This is an optimization exercise on Yosys and OpenROAD, whose aim is small area, a short achievable clock period and few clock cycles per item, not a production implementation.
Only simulation tests tie the RTL to the original design; equivalence was not proved.
No activity file was given, so power comes from the tool's default toggle rates.

==> flow/design.v <==
package mfs_pkg;
    localparam int QUEUE_DEPTH = 16;
    localparam int CNT_W       = $clog2(QUEUE_DEPTH + 1);
    localparam int REQ_W       = 2;
    localparam int SRC_W       = 16;
    localparam int MSG_W       = 32;
    localparam int PRI_W       = 8;
    localparam int OCC_W       = 5;
    localparam int ENT_W       = SRC_W + MSG_W + PRI_W;
    localparam logic [REQ_W-1:0] REQ_ENQUEUE = 2'd0;
    localparam logic [REQ_W-1:0] REQ_DEQUEUE = 2'd1;
    localparam logic [REQ_W-1:0] REQ_SEARCH  = 2'd2;
    localparam logic [REQ_W-1:0] REQ_CLEAR   = 2'd3;
endpackage
module mfs_store (
    input  logic                                  i_clk,
    input  logic                                  i_shift,
    input  logic [mfs_pkg::ENT_W-1:0]             i_wr_entry,
    input  logic [mfs_pkg::MSG_W-1:0]             i_key,
    output logic [mfs_pkg::QUEUE_DEPTH-1:0]       o_hit,
    output logic [mfs_pkg::QUEUE_DEPTH*mfs_pkg::ENT_W-1:0] o_slots
);
    logic [mfs_pkg::ENT_W-1:0] r_mem [0:mfs_pkg::QUEUE_DEPTH-1];
    always_ff @(posedge i_clk) begin
        if (i_shift) begin
            r_mem[0] <= i_wr_entry;
            for (int i = 1; i < mfs_pkg::QUEUE_DEPTH; i++)
                r_mem[i] <= r_mem[i-1];
        end
    end
    always_comb begin
        for (int i = 0; i < mfs_pkg::QUEUE_DEPTH; i++) begin
            o_slots[i*mfs_pkg::ENT_W +: mfs_pkg::ENT_W] = r_mem[i];
            o_hit[i]  = (r_mem[i][mfs_pkg::PRI_W +: mfs_pkg::MSG_W] == i_key);
        end
    end
endmodule
module mfs_ctrl (
    input  logic [mfs_pkg::QUEUE_DEPTH-1:0]       i_pick,
    input  logic [mfs_pkg::QUEUE_DEPTH/4-1:0]     i_grp,
    input  logic [mfs_pkg::QUEUE_DEPTH*mfs_pkg::ENT_W-1:0] i_slots,
    output logic                                  o_found,
    output logic [mfs_pkg::ENT_W-1:0]             o_entry
);
    localparam int G = mfs_pkg::QUEUE_DEPTH / 4;
    logic [G-1:0]              gsel;
    logic [mfs_pkg::ENT_W-1:0] gval [0:G-1];
    always_comb begin
        for (int g = 0; g < G; g++) begin
            gsel[g] = i_grp[g];
            for (int h = g + 1; h < G; h++)
                gsel[g] = gsel[g] & !i_grp[h];
            gval[g] = '0;
            for (int k = 0; k < 4; k++)
                gval[g] = gval[g] | ({mfs_pkg::ENT_W{i_pick[4*g+k]}}
                                     & i_slots[(4*g+k)*mfs_pkg::ENT_W +: mfs_pkg::ENT_W]);
        end
        o_found = |i_grp;
        o_entry = '0;
        for (int g = 0; g < G; g++)
            o_entry = o_entry | ({mfs_pkg::ENT_W{gsel[g]}} & gval[g]);
    end
endmodule
module message_fifo_with_search_unit (
    input  logic       i_clk,
    input  logic       i_rst_n,
    input  logic                             i_req_valid,
    output logic                             o_req_ready,
    input  logic        [mfs_pkg::REQ_W-1:0] i_req_type,
    input  logic        [mfs_pkg::SRC_W-1:0] i_req_source,
    input  logic signed [mfs_pkg::MSG_W-1:0] i_req_message,
    input  logic        [mfs_pkg::PRI_W-1:0] i_req_priority,
    output logic                             o_rsp_valid,
    input  logic                             i_rsp_ready,
    output logic                             o_rsp_ok,
    output logic        [mfs_pkg::SRC_W-1:0] o_rsp_source,
    output logic signed [mfs_pkg::MSG_W-1:0] o_rsp_message,
    output logic        [mfs_pkg::PRI_W-1:0] o_rsp_priority,
    output logic        [mfs_pkg::OCC_W-1:0] o_rsp_occupancy
);
    localparam int D = mfs_pkg::QUEUE_DEPTH;
    localparam int G = D / 4;
    logic [D-1:0]               r_valid;     
    logic                       r_b_valid;
    logic                       r_b_ok;      
    logic [D-1:0]               r_b_pick;    
    logic [G-1:0]               r_b_grp;     
    logic                       r_out_valid;
    logic                       r_both;      
    logic                       r_out_ok;
    logic [mfs_pkg::ENT_W-1:0]  r_out_entry;
    logic [mfs_pkg::OCC_W-1:0]  r_out_occ;
    logic                       accept;
    logic                       full;
    logic                       empty;
    logic                       is_enq, is_deq, is_srch, is_clr;
    logic                       shift;
    logic [D-1:0]               hit;
    logic [D-1:0]               front;
    logic [D-1:0]               cand;
    logic [D-1:0]               lfirst;
    logic [G-1:0]               gany;
    logic [D*mfs_pkg::ENT_W-1:0] slots;
    logic                       found;
    logic [mfs_pkg::ENT_W-1:0]  entry;
    logic                       b_move;
    logic                       n_b_valid;
    logic                       n_out_valid;
    logic [mfs_pkg::OCC_W-1:0]  occ;
    assign full    = r_valid[D-1];
    assign empty   = !r_valid[0];
    assign is_enq  = (i_req_type == mfs_pkg::REQ_ENQUEUE);
    assign is_deq  = (i_req_type == mfs_pkg::REQ_DEQUEUE);
    assign is_srch = (i_req_type == mfs_pkg::REQ_SEARCH);
    assign is_clr  = (i_req_type == mfs_pkg::REQ_CLEAR);
    assign b_move      = !r_out_valid || i_rsp_ready;
    assign o_req_ready = !r_both || i_rsp_ready;
    assign accept      = i_req_valid && o_req_ready;
    assign shift       = accept && is_enq && !full;
    assign front = r_valid & ~{1'b0, r_valid[D-1:1]};
    always_comb begin
        occ = '0;
        for (int i = 0; i < D; i++)
            if (front[i])
                occ = occ | mfs_pkg::OCC_W'(i + 1);
    end
    mfs_store u_store (
        .i_clk      (i_clk),
        .i_shift    (shift),
        .i_wr_entry ({i_req_source, i_req_message, i_req_priority}),
        .i_key      (i_req_message),
        .o_hit      (hit),
        .o_slots    (slots)
    );
    always_comb begin
        cand = is_deq ? front : (is_srch ? (hit & r_valid) : '0);
        for (int g = 0; g < G; g++) begin
            gany[g] = |cand[4*g +: 4];
            lfirst[4*g+3] = cand[4*g+3];
            lfirst[4*g+2] = cand[4*g+2] & !cand[4*g+3];
            lfirst[4*g+1] = cand[4*g+1] & !cand[4*g+2] & !cand[4*g+3];
            lfirst[4*g+0] = cand[4*g+0] & !cand[4*g+1] & !cand[4*g+2] & !cand[4*g+3];
        end
    end
    mfs_ctrl u_pick (
        .i_pick  (r_b_pick),
        .i_grp   (r_b_grp),
        .i_slots (slots),
        .o_found (found),
        .o_entry (entry)
    );
    always_ff @(posedge i_clk) begin
        if (!i_rst_n) begin
            r_valid <= '0;
        end else if (accept) begin
            if (is_enq && !full)
                r_valid <= {r_valid[D-2:0], 1'b1};
            else if (is_deq && !empty)
                r_valid <= {1'b0, r_valid[D-1:1]};
            else if (is_clr)
                r_valid <= '0;
        end
    end
    always_comb begin
        n_b_valid = r_b_valid;
        if (accept)
            n_b_valid = 1'b1;
        else if (b_move)
            n_b_valid = 1'b0;
        n_out_valid = r_out_valid;
        if (r_b_valid && b_move)
            n_out_valid = 1'b1;
        else if (i_rsp_ready)
            n_out_valid = 1'b0;
    end
    always_ff @(posedge i_clk) begin
        if (!i_rst_n) begin
            r_b_valid   <= 1'b0;
            r_out_valid <= 1'b0;
            r_both      <= 1'b0;
        end else begin
            r_b_valid   <= n_b_valid;
            r_out_valid <= n_out_valid;
            r_both      <= n_b_valid && n_out_valid;
        end
    end
    always_ff @(posedge i_clk) begin
        if (accept) begin
            r_b_ok   <= (is_enq && !full) || is_clr;
            r_b_pick <= lfirst;
            r_b_grp  <= gany;
        end
    end
    always_ff @(posedge i_clk) begin
        if (r_b_valid && b_move) begin
            r_out_ok    <= r_b_ok || found;
            r_out_entry <= entry;
            r_out_occ   <= occ;
        end
    end
    assign o_rsp_valid     = r_out_valid;
    assign o_rsp_ok        = r_out_ok;
    assign o_rsp_source    = r_out_entry[mfs_pkg::PRI_W + mfs_pkg::MSG_W +: mfs_pkg::SRC_W];
    assign o_rsp_message   = r_out_entry[mfs_pkg::PRI_W +: mfs_pkg::MSG_W];
    assign o_rsp_priority  = r_out_entry[0 +: mfs_pkg::PRI_W];
    assign o_rsp_occupancy = r_out_occ;
endmodule
Settings: LEC_CHECK=0, ABC_CLOCK_PERIOD_IN_PS=2400, CAP_MARGIN=20, CORE_MARGIN=2, CORE_UTILIZATION=40, CTS_CLUSTER_DIAMETER=120, CTS_CLUSTER_SIZE=24, SETUP_SLACK_MARGIN=2.7, SLEW_MARGIN=20; clock period 5.0 ns.
standard.sh (not shown) runs the stock make flow with config.mk's settings and CLKGATE_MAP_FILE= SYNTH_SCRIPT=/design/flow/synth_recipe.tcl, a recipe that flattens the netlist after the stock synthesis.
==> flow/flow/run.sh <==
#!/bin/bash
# Layout flow: the standard flow (standard.sh, unchanged synthesis), with
# the input and output port buffers made from sky130_fd_sc_hd__buf_2 cells
# instead of the cell buffer_ports picks by default.
# The ORFS make output goes to standard.log; each step's own log is kept under
# orfs/logs/ by ORFS.
set -euo pipefail
export BUFFER_PORTS_ARGS="-buffer_cell sky130_fd_sc_hd__buf_2"
bash standard.sh > standard.log 2>&1
The first run completed with no timing, DRC or antenna violations.
Testbench counts at the start, summed over its fixed seeds: cycles 24,016, items 24,000.
Edit:
Settings changed: ABC_CLOCK_PERIOD_IN_PS 2400 to default, CORE_UTILIZATION 40 to 50, CTS_BUF_LIST from default to sky130_fd_sc_hd__clkbuf_8, CTS_CLUSTER_DIAMETER 120 to 90, CTS_CLUSTER_SIZE 24 to 14.
Effect:
- The changed run passed the timing, DRC and antenna checks
- count of clock-buffer cells in the layout rose by 26
- register-to-register slack improves by 30 ps
- hold slack improved by 6.1 ps
- first-iteration DRC count increases by 13%
- setup slack gains 31 ps
Edit:
==> flow/run.sh (new file) <==
#!/bin/bash
# synth_recipe.tcl (not shown) runs the flow's synth.tcl, then flattens the netlist and writes it again
# the make line also repeats each setting of config.mk as NAME=value (left out here)
make -C /OpenROAD-flow-scripts/flow DESIGN_CONFIG=/design/flow/config.mk WORK_HOME=/design/flow/orfs CLKGATE_MAP_FILE= SYNTH_SCRIPT=/design/flow/synth_recipe.tcl finish
Settings changed: CORE_UTILIZATION 50 to 40, CTS_BUF_LIST sky130_fd_sc_hd__clkbuf_8 to default, CTS_CLUSTER_DIAMETER 90 to default, CTS_CLUSTER_SIZE 14 to default, SETUP_SLACK_MARGIN 2.7 to 2.5.
removed: flow/flow/run.sh
removed: flow/standard.sh
Register-to-register slack got worse by 300 ps.
Sequential power stays flat.
Routed wire length is higher by 5.1%.
Clock power climbs by 78%.
Utilization drops by 8.3 points.
Clock skew increases by 9.1 ps.
Count of clock-buffer cells in the layout came out higher by 55.
Edit:
==> flow/flow/run.sh (new file) <==
#!/bin/bash
# Layout flow: the standard flow (standard.sh, unchanged synthesis), with
# the input and output port buffers made from sky130_fd_sc_hd__buf_2 cells
# instead of the cell buffer_ports picks by default.
# The ORFS make output goes to standard.log; each step's own log is kept under
# orfs/logs/ by ORFS.
set -euo pipefail
export BUFFER_PORTS_ARGS="-buffer_cell sky130_fd_sc_hd__buf_2"
bash standard.sh > standard.log 2>&1
==> flow/standard.sh (new file) <==
#!/bin/bash
# synth_recipe.tcl (not shown) runs the flow's synth.tcl, then flattens the netlist and writes it again
# the make line also repeats each setting of config.mk as NAME=value (left out here)
make -C /OpenROAD-flow-scripts/flow DESIGN_CONFIG=/design/flow/config.mk WORK_HOME=/design/flow/orfs CLKGATE_MAP_FILE= SYNTH_SCRIPT=/design/flow/synth_recipe.tcl "${@:-finish}"
Settings changed: CTS_BUF_LIST from default to sky130_fd_sc_hd__clkbuf_8 sky130_fd_sc_hd__clkbuf_16, CTS_CLUSTER_DIAMETER from default to 100, CTS_CLUSTER_SIZE from default to 16, SETUP_SLACK_MARGIN 2.5 to 2.7.
removed: flow/run.sh
Effect:
- wire length falls by 3.4%
- clock-buffer cell count falls by 61
- sequential cell count stays the same
- final area falls by 3.6%
- combinational power falls by about 3%
- total power falls by 11%
- worst setup slack gets better by 180 ps
- hold slack is about the same
- core utilization falls by 1.7 points
- synthesized cell count is unchanged
- via count falls by 2.5%

## port drivers added, routing unchanged
Ports are ideal in the flow. The routed layouts listed here were re-timed in OpenROAD. Step 1 (the two cells are an assumption about what drives the block):
set clk [get_ports {i_clk}]
set_driving_cell -lib_cell sky130_fd_sc_hd__clkbuf_16 $clk
set_driving_cell -lib_cell sky130_fd_sc_hd__buf_2 [delete_from_list [all_inputs] $clk]
Step 2 times the ports against the registers' clock, not the clock port: input delays grow and output delays shrink by t, the midpoint of the rising clock arrivals with the driver on. Three values: no drivers, after step 1, after step 2; two values: the first two.
run	shift t [ns]	slack for setup (ns)	cell pins on the clock port's net
the first run	0.714	2.589 / 2.609 / 1.894	1
the second run	0.786	2.620 / 2.594 / 1.878	1
the third run	0.755	2.392 / 2.392 / 1.697	1
the fourth run	0.706	2.569 / 2.537 / 1.831	1
After both steps every run listed still meets setup and hold. The setup slack of the second run, which loses most, moves by -0.026 ns with the drivers and by -0.742 ns with both steps.
